Context: an optimization exercise on an open-source flow, tuned for small area. The choices shown serve that exercise and are no tape-out recipe. The RTL was checked by simulation tests, not by an equivalence proof against the original design. No activity file was given, so power comes from the tool's default toggle rates.

==> flow/design.v <==
module i2c_slave_regfile #(
  parameter logic [6:0] DEV_ADDR = 7'h39,
  parameter logic [7:0] RST_VAL  = 8'h00
) (
  input  logic       clk,
  input  logic       reset,
  input  logic       scl_in,
  input  logic       sda_in,
  output logic       sda_oen,
  output logic       wr_strobe,
  output logic [7:0] wr_addr,
  output logic [7:0] wr_data,
  input  logic [7:0] host_addr,
  output logic [7:0] host_data,
  output logic       busy
);
  localparam logic [2:0] S_IDLE = 3'd0;
  localparam logic [2:0] S_ADDR = 3'd1;
  localparam logic [2:0] S_REG  = 3'd2;
  localparam logic [2:0] S_WR   = 3'd3;
  localparam logic [2:0] S_RD   = 3'd4;
  localparam logic [2:0] S_RDA  = 3'd5;
  localparam logic [2:0] S_IGN  = 3'd6;
  logic       scl_p0, scl_p1, scl_p2;
  logic       sda_p0, sda_p1, sda_p2;
  logic [2:0] state;
  logic [2:0] bit_cnt;
  logic [6:0] shift;      
  logic [7:0] ptr;
  logic       ack_ph;     
  logic       ack_seen;   
  logic       ack_go;     
  logic       scl_rise, scl_fall, start_cond, stop_cond, active, reading, mem_we;
  logic [7:0] rx_byte;
  logic       tx_bit;
  always_ff @(posedge clk) begin
    if (reset) begin
      scl_p0 <= 1'b1; scl_p1 <= 1'b1; scl_p2 <= 1'b1;
      sda_p0 <= 1'b1; sda_p1 <= 1'b1; sda_p2 <= 1'b1;
    end else begin
      scl_p0 <= scl_in; scl_p1 <= scl_p0; scl_p2 <= scl_p1;
      sda_p0 <= sda_in; sda_p1 <= sda_p0; sda_p2 <= sda_p1;
    end
  end
  assign scl_rise   = scl_p1 & ~scl_p2;
  assign scl_fall   = ~scl_p1 & scl_p2;
  assign start_cond = scl_p1 & scl_p2 & ~sda_p1 & sda_p2;
  assign stop_cond  = scl_p1 & scl_p2 & sda_p1 & ~sda_p2;
  assign busy       = (state != S_IDLE);
  assign active     = busy && (state != S_IGN);
  assign reading    = (state == S_RD) || (state == S_RDA);
  assign ack_go     = ack_ph && (state != S_RD);
  assign rx_byte    = {shift, sda_p1};
  assign mem_we     = scl_rise && !ack_ph && (bit_cnt == 3'd7) && (state == S_WR);
  always_ff @(posedge clk) begin
    if (reset)         shift <= 7'h00;
    else if (scl_rise) shift <= rx_byte[6:0];
  end
  always_ff @(posedge clk) begin
    if (reset) begin
      state     <= S_IDLE;
      bit_cnt   <= 3'd0;
      ptr       <= 8'h00;
      ack_ph    <= 1'b0;
      ack_seen  <= 1'b0;
      sda_oen   <= 1'b1;
      wr_strobe <= 1'b0;
      wr_addr   <= 8'h00;
      wr_data   <= 8'h00;
    end else begin
      wr_strobe <= 1'b0;
      if (start_cond) begin
        state    <= S_ADDR;
        bit_cnt  <= 3'd0;
        ack_ph   <= 1'b0;
        ack_seen <= 1'b0;
        sda_oen  <= 1'b1;
      end else if (stop_cond) begin
        state    <= S_IDLE;
        bit_cnt  <= 3'd0;
        ack_ph   <= 1'b0;
        ack_seen <= 1'b0;
        sda_oen  <= 1'b1;
      end else if (active && scl_rise) begin
        if (!ack_ph) begin
          bit_cnt <= bit_cnt + 3'd1;
          if (bit_cnt == 3'd7) begin
            ack_ph <= 1'b1;
            case (state)
              S_ADDR: begin
                if (rx_byte[7:1] == DEV_ADDR) begin
                  state  <= rx_byte[0] ? S_RDA : S_REG;
                end else begin
                  ack_ph <= 1'b0;
                  state  <= S_IGN;
                end
              end
              S_REG: begin
                ptr    <= rx_byte;
                state  <= S_WR;
              end
              S_WR: begin
                wr_strobe <= 1'b1;
                wr_addr   <= ptr;
                wr_data   <= rx_byte;
                ptr       <= ptr + 8'd1;
              end
              default: begin
                ptr    <= ptr + 8'd1;
              end
            endcase
          end
        end else begin
          ack_seen <= 1'b1;
          if ((state == S_RD) && sda_p1) begin
            state    <= S_IGN;
            ack_ph   <= 1'b0;
            ack_seen <= 1'b0;
          end
        end
      end else if (active && scl_fall) begin
        if (ack_ph && !ack_seen) begin
          sda_oen <= ~ack_go;
        end else if (ack_ph) begin
          ack_ph   <= 1'b0;
          ack_seen <= 1'b0;
          if (state == S_RDA) state <= S_RD;
          sda_oen  <= reading ? tx_bit : 1'b1;
        end else if (state == S_RD) begin
          sda_oen <= tx_bit;
        end
      end
    end
  end
  logic [7:0]   mem [256];
  logic [15:0]  p_lo_n, p_hi_n, w_lo_n, w_hi_n;
  logic [255:0] row_en;
  logic [7:0]   wdata;
  always_comb begin
    for (int i = 0; i < 16; i++) begin
      p_lo_n[i] = (ptr[3:0] != 4'(i));
      p_hi_n[i] = (ptr[7:4] != 4'(i));
      w_lo_n[i] = !(reset || !p_lo_n[i]);
      w_hi_n[i] = !(reset || (mem_we && !p_hi_n[i]));
    end
  end
  for (genvar i = 0; i < 256; i++) begin : g_dec
    i2c_rf_nor2 u_w (.a(w_hi_n[i/16]), .b(w_lo_n[i%16]), .y(row_en[i]));
  end
  logic [7:0]  hg_lo_n, hg_hi_n, pg_lo_n, pg_hi_n;
  logic [63:0] h_sel, p_sel;
  always_comb begin
    for (int i = 0; i < 8; i++) begin
      hg_lo_n[i] = (host_addr[4:2] != 3'(i));
      hg_hi_n[i] = (host_addr[7:5] != 3'(i));
      pg_lo_n[i] = (ptr[4:2] != 3'(i));
      pg_hi_n[i] = (ptr[7:5] != 3'(i));
    end
  end
  for (genvar g = 0; g < 64; g++) begin : g_gdec
    i2c_rf_nor2 u_h (.a(hg_hi_n[g/8]), .b(hg_lo_n[g%8]), .y(h_sel[g]));
    i2c_rf_nor2 u_p (.a(pg_hi_n[g/8]), .b(pg_lo_n[g%8]), .y(p_sel[g]));
  end
  assign wdata = reset ? RST_VAL : rx_byte;
  for (genvar i = 0; i < 256; i++) begin : g_row
    always_ff @(posedge clk) begin
      if (row_en[i]) mem[i] <= wdata;
    end
  end
  logic [7:0] h_rd, p_rd;
  for (genvar b = 0; b < 8; b++) begin : g_bit
    logic [255:0] col;
    for (genvar i = 0; i < 256; i++) begin : g_c
      assign col[i] = mem[i][b];
    end
    i2c_rf_rd256 u_h (.d(col), .a(host_addr[1:0]), .s(h_sel), .y(h_rd[b]));
    i2c_rf_rd256 u_p (.d(col), .a(ptr[1:0]), .s(p_sel), .y(p_rd[b]));
  end
  assign tx_bit = p_rd[~bit_cnt];
  always_ff @(posedge clk) begin
    if (reset) host_data <= RST_VAL;
    else       host_data <= h_rd;
  end
endmodule
module i2c_rf_rd256 (
  input  logic [255:0] d,
  input  logic [1:0]   a,
  input  logic [63:0]  s,
  output logic         y
);
  logic [63:0] g;
  logic [21:0] t_n;
  for (genvar k = 0; k < 64; k++) begin : g_m
    i2c_rf_mux4 u (.d(d[4*k +: 4]), .s(a), .y(g[k]));
  end
  for (genvar k = 0; k < 21; k++) begin : g_t
    i2c_rf_aoi222 u (.a1(g[3*k]), .a2(s[3*k]), .b1(g[3*k+1]), .b2(s[3*k+1]),
                     .c1(g[3*k+2]), .c2(s[3*k+2]), .y(t_n[k]));
  end
  assign t_n[21] = ~(g[63] & s[63]);
  assign y = ~&t_n;
endmodule
module i2c_rf_aoi222 (
  input  logic a1, a2, b1, b2, c1, c2,
  output logic y
);
  assign y = ~((a1 & a2) | (b1 & b2) | (c1 & c2));
endmodule
module i2c_rf_mux4 (
  input  logic [3:0] d,
  input  logic [1:0] s,
  output logic       y
);
  assign y = d[s];
endmodule
module i2c_rf_nor2 (
  input  logic a, b,
  output logic y
);
  assign y = ~(a | b);
endmodule
make LEC_CHECK=0 CAP_MARGIN=20 CORE_MARGIN=2 CORE_UTILIZATION=40 CTS_CLUSTER_DIAMETER=100 CTS_CLUSTER_SIZE=20 SLEW_MARGIN=20 SYNTH_HIERARCHICAL=1 finish   # period 10.0 ns
run.sh (not shown) runs the stock make flow with config.mk's settings and CLKGATE_MAP_FILE= SYNTH_SCRIPT=/design/flow/synth_recipe.tcl, a recipe that flattens the netlist after the stock synthesis.
Change:
--- a/flow/design.v
+++ b/flow/design.v
@@ -144,70 +144,51 @@
       w_hi_n[i] = !(reset || (mem_we && !p_hi_n[i]));
     end
   end
   for (genvar i = 0; i < 256; i++) begin : g_dec
     i2c_rf_nor2 u_w (.a(w_hi_n[i/16]), .b(w_lo_n[i%16]), .y(row_en[i]));
   end
-  logic [7:0]  hg_lo_n, hg_hi_n, pg_lo_n, pg_hi_n;
-  logic [63:0] h_sel, p_sel;
-  always_comb begin
-    for (int i = 0; i < 8; i++) begin
-      hg_lo_n[i] = (host_addr[4:2] != 3'(i));
-      hg_hi_n[i] = (host_addr[7:5] != 3'(i));
-      pg_lo_n[i] = (ptr[4:2] != 3'(i));
-      pg_hi_n[i] = (ptr[7:5] != 3'(i));
-    end
-  end
-  for (genvar g = 0; g < 64; g++) begin : g_gdec
-    i2c_rf_nor2 u_h (.a(hg_hi_n[g/8]), .b(hg_lo_n[g%8]), .y(h_sel[g]));
-    i2c_rf_nor2 u_p (.a(pg_hi_n[g/8]), .b(pg_lo_n[g%8]), .y(p_sel[g]));
-  end
   assign wdata = reset ? RST_VAL : rx_byte;
   for (genvar i = 0; i < 256; i++) begin : g_row
     always_ff @(posedge clk) begin
       if (row_en[i]) mem[i] <= wdata;
     end
   end
   logic [7:0] h_rd, p_rd;
   for (genvar b = 0; b < 8; b++) begin : g_bit
     logic [255:0] col;
     for (genvar i = 0; i < 256; i++) begin : g_c
       assign col[i] = mem[i][b];
     end
-    i2c_rf_rd256 u_h (.d(col), .a(host_addr[1:0]), .s(h_sel), .y(h_rd[b]));
-    i2c_rf_rd256 u_p (.d(col), .a(ptr[1:0]), .s(p_sel), .y(p_rd[b]));
+    i2c_rf_mux256 u_h (.d(col), .a(host_addr), .y(h_rd[b]));
+    i2c_rf_mux256 u_p (.d(col), .a(ptr), .y(p_rd[b]));
   end
   assign tx_bit = p_rd[~bit_cnt];
   always_ff @(posedge clk) begin
     if (reset) host_data <= RST_VAL;
     else       host_data <= h_rd;
   end
 endmodule
-module i2c_rf_rd256 (
+module i2c_rf_mux256 (
   input  logic [255:0] d,
-  input  logic [1:0]   a,
-  input  logic [63:0]  s,
+  input  logic [7:0]   a,
   output logic         y
 );
-  logic [63:0] g;
-  logic [21:0] t_n;
-  for (genvar k = 0; k < 64; k++) begin : g_m
-    i2c_rf_mux4 u (.d(d[4*k +: 4]), .s(a), .y(g[k]));
-  end
-  for (genvar k = 0; k < 21; k++) begin : g_t
-    i2c_rf_aoi222 u (.a1(g[3*k]), .a2(s[3*k]), .b1(g[3*k+1]), .b2(s[3*k+1]),
-                     .c1(g[3*k+2]), .c2(s[3*k+2]), .y(t_n[k]));
-  end
-  assign t_n[21] = ~(g[63] & s[63]);
-  assign y = ~&t_n;
-endmodule
-module i2c_rf_aoi222 (
-  input  logic a1, a2, b1, b2, c1, c2,
-  output logic y
-);
-  assign y = ~((a1 & a2) | (b1 & b2) | (c1 & c2));
+  logic [63:0] l1;
+  logic [15:0] l2;
+  logic [3:0]  l3;
+  for (genvar k = 0; k < 64; k++) begin : g_l1
+    i2c_rf_mux4 u (.d(d[4*k +: 4]), .s(a[1:0]), .y(l1[k]));
+  end
+  for (genvar k = 0; k < 16; k++) begin : g_l2
+    i2c_rf_mux4 u (.d(l1[4*k +: 4]), .s(a[3:2]), .y(l2[k]));
+  end
+  for (genvar k = 0; k < 4; k++) begin : g_l3
+    i2c_rf_mux4 u (.d(l2[4*k +: 4]), .s(a[5:4]), .y(l3[k]));
+  end
+  i2c_rf_mux4 u_l4 (.d(l3), .s(a[7:6]), .y(y));
 endmodule
 module i2c_rf_mux4 (
   input  logic [3:0] d,
   input  logic [1:0] s,
   output logic       y
 );
Result:
- wire length goes down by 3.0%
- synthesized cell count goes down by 7.4%
- combinational power goes up by 24%
- sequential power stays flat
- global-route usage goes down by 1.2 points
- area after synthesis goes up by 2.8%
- flip-flop and latch count stays the same
- cell count goes down by 1.8%
- setup slack gains 0.86 ns
- count of clock-buffer cells in the layout goes up by 22
- fmax goes up by 16%
- clock skew goes down by 0.010 ns

Setup of branch garnet:
// i2c_slave_regfile: RTL as listed in full above, without the edits since
==> flow/config.mk <==
export PLATFORM = sky130hd
export DESIGN_NAME = i2c_slave_regfile
export DESIGN_NICKNAME = i2c_slave_regfile
export VERILOG_FILES = /design/flow/design.v
export SDC_FILE = /design/flow/constraint.sdc
export NUM_CORES = 4
export LEC_CHECK = 0
export CAP_MARGIN = 20
export CORE_MARGIN = 2
export CORE_UTILIZATION = 40
export CTS_CLUSTER_DIAMETER = 100
export CTS_CLUSTER_SIZE = 25
export SLEW_MARGIN = 20
export SYNTH_HIERARCHICAL = 1
==> flow/constraint.sdc <==
create_clock -name core_clock -period 10.0 [get_ports {clk}]
set_input_delay 2.0000 -clock core_clock [delete_from_list [all_inputs] [get_ports {clk}]]
set_output_delay 2.0000 -clock core_clock [all_outputs]
set_load 0.01 [all_outputs]
#### Input delta (branch quartz over branch garnet)
-- flow/design.v --
<<< branch garnet, line 134
  end
  logic [7:0]   mem [256];
  logic [15:0]  p_lo_n, p_hi_n, w_lo_n, w_hi_n;
  logic [255:0] row_en;
  logic [7:0]   wdata;
  always_comb begin
>>> branch quartz, line 134
  end
  logic [7:0]   mem [256];
  logic [15:0]  p_lo_n, p_hi_n, h_lo_n, h_hi_n, w_lo_n, w_hi_n;
  logic [255:0] row_en, h_sel;
  logic [7:0]   wdata;
  always_comb begin
<<< branch garnet, line 141
      p_lo_n[i] = (ptr[3:0] != 4'(i));
      p_hi_n[i] = (ptr[7:4] != 4'(i));
      w_lo_n[i] = !(reset || !p_lo_n[i]);
      w_hi_n[i] = !(reset || (mem_we && !p_hi_n[i]));
>>> branch quartz, line 141
      p_lo_n[i] = (ptr[3:0] != 4'(i));
      p_hi_n[i] = (ptr[7:4] != 4'(i));
      h_lo_n[i] = (host_addr[3:0] != 4'(i));
      h_hi_n[i] = (host_addr[7:4] != 4'(i));
      w_lo_n[i] = !(reset || !p_lo_n[i]);
      w_hi_n[i] = !(reset || (mem_we && !p_hi_n[i]));
<<< branch garnet, line 147
  for (genvar i = 0; i < 256; i++) begin : g_dec
    i2c_rf_nor2 u_w (.a(w_hi_n[i/16]), .b(w_lo_n[i%16]), .y(row_en[i]));
  end
  logic [7:0]  hg_lo_n, hg_hi_n, pg_lo_n, pg_hi_n;
  logic [63:0] h_sel, p_sel;
  always_comb begin
    for (int i = 0; i < 8; i++) begin
      hg_lo_n[i] = (host_addr[4:2] != 3'(i));
      hg_hi_n[i] = (host_addr[7:5] != 3'(i));
      pg_lo_n[i] = (ptr[4:2] != 3'(i));
      pg_hi_n[i] = (ptr[7:5] != 3'(i));
>>> branch quartz, line 149
  for (genvar i = 0; i < 256; i++) begin : g_dec
    i2c_rf_nor2 u_w (.a(w_hi_n[i/16]), .b(w_lo_n[i%16]), .y(row_en[i]));
    i2c_rf_nor2 u_h (.a(h_hi_n[i/16]), .b(h_lo_n[i%16]), .y(h_sel[i]));
  end
  logic [7:0]  pg_lo_n, pg_hi_n;
  logic [63:0] p_sel;
  always_comb begin
    for (int i = 0; i < 8; i++) begin
      pg_lo_n[i] = (ptr[4:2] != 3'(i));
      pg_hi_n[i] = (ptr[7:5] != 3'(i));
<<< branch garnet, line 159
  end
  for (genvar g = 0; g < 64; g++) begin : g_gdec
    i2c_rf_nor2 u_h (.a(hg_hi_n[g/8]), .b(hg_lo_n[g%8]), .y(h_sel[g]));
    i2c_rf_nor2 u_p (.a(pg_hi_n[g/8]), .b(pg_lo_n[g%8]), .y(p_sel[g]));
  end
>>> branch quartz, line 160
  end
  for (genvar g = 0; g < 64; g++) begin : g_gdec
    i2c_rf_nor2 u_p (.a(pg_hi_n[g/8]), .b(pg_lo_n[g%8]), .y(p_sel[g]));
  end
<<< branch garnet, line 174
      assign col[i] = mem[i][b];
    end
    i2c_rf_rd256 u_h (.d(col), .a(host_addr[1:0]), .s(h_sel), .y(h_rd[b]));
    i2c_rf_rd256 u_p (.d(col), .a(ptr[1:0]), .s(p_sel), .y(p_rd[b]));
  end
>>> branch quartz, line 174
      assign col[i] = mem[i][b];
    end
    i2c_rf_sel256 u_h (.d(col), .s(h_sel), .y(h_rd[b]));
    i2c_rf_rd256 u_p (.d(col), .a(ptr[1:0]), .s(p_sel), .y(p_rd[b]));
  end
<<< branch garnet, line 182
    else       host_data <= h_rd;
  end
endmodule
module i2c_rf_rd256 (
>>> branch quartz, line 182
    else       host_data <= h_rd;
  end
endmodule
module i2c_rf_sel256 (
  input  logic [255:0] d,
  input  logic [255:0] s,
  output logic         y
);
  logic [85:0] t_n;
  for (genvar k = 0; k < 85; k++) begin : g_t
    i2c_rf_aoi222 u (.a1(d[3*k]), .a2(s[3*k]), .b1(d[3*k+1]), .b2(s[3*k+1]),
                     .c1(d[3*k+2]), .c2(s[3*k+2]), .y(t_n[k]));
  end
  assign t_n[85] = ~(d[255] & s[255]);
  assign y = ~&t_n;
endmodule
module i2c_rf_aoi222 (
  input  logic a1, a2, b1, b2, c1, c2,
  output logic y
);
  assign y = ~((a1 & a2) | (b1 & b2) | (c1 & c2));
endmodule
module i2c_rf_rd256 (
<<< branch garnet, line 201
  assign y = ~&t_n;
endmodule
module i2c_rf_aoi222 (
  input  logic a1, a2, b1, b2, c1, c2,
  output logic y
);
  assign y = ~((a1 & a2) | (b1 & b2) | (c1 & c2));
endmodule
module i2c_rf_mux4 (
  input  logic [3:0] d,
>>> branch quartz, line 220
  assign y = ~&t_n;
endmodule
module i2c_rf_mux4 (
  input  logic [3:0] d,
--- outcome ---
In the flow results for branch quartz and branch garnet, the global-route met2 utilization is smaller on branch garnet. Leakage power figure shrinks by a few percent when moving from branch garnet to branch quartz. Library cell contributing the largest single delay on the critical path: sky130_fd_sc_hd__nor4_2 -> branch garnet, sky130_fd_sc_hd__a222oi_1 -> branch quartz. Multi-input gate area in the final layout in branch quartz is 14% lower than in branch garnet. Between branch quartz and branch garnet, the difference in count of instances resized after the clock tree is built is negligible. Taking branch garnet as the reference, in branch quartz xor and xnor area share after synthesis closely matched the old numbers, sequential share of cell area rose 3.0 points, share of the clock period used by the worst path after layout increased by 4.7 points relative to the old numbers.

[static timing again, ports no longer ideal]
How much do the figures lean on ideal ports? The routed layouts below were timed once more, with nothing changed but the port constraints.
Step 1, drivers: a clkbuf_16 drives clk and a buf_2 each remaining input, both assumed.
Step 2 moves the port delays by t, midway between the first and last clock arrival at a register: inputs arrive t later, outputs are due t later. That takes back most of the time a late clock gives input paths.
Three values: no drivers, after step 1, after step 2; two values: the first two.
run | t, ns | setup slack, ns | worst register clock-pin slew, ns | cell pins on the clock port's net
the first run of note 1 | 0.885 | 3.629 / 3.692 / 2.807 | 0.09 / 0.09 | 1
the second run of note 1 | 0.877 | 4.488 / 4.488 / 3.793 | 0.10 / 0.10 | 1
branch garnet | 0.889 | 3.628 / 3.692 / 2.803 | 0.11 / 0.11 | 1
branch quartz | 0.908 | 3.162 / 3.242 / 2.334 | 0.11 / 0.11 | 1
After both steps setup and hold are still met in every run listed. The setup slack of branch quartz, which loses most, moves by +0.080 ns with the drivers and by -0.828 ns with both steps.
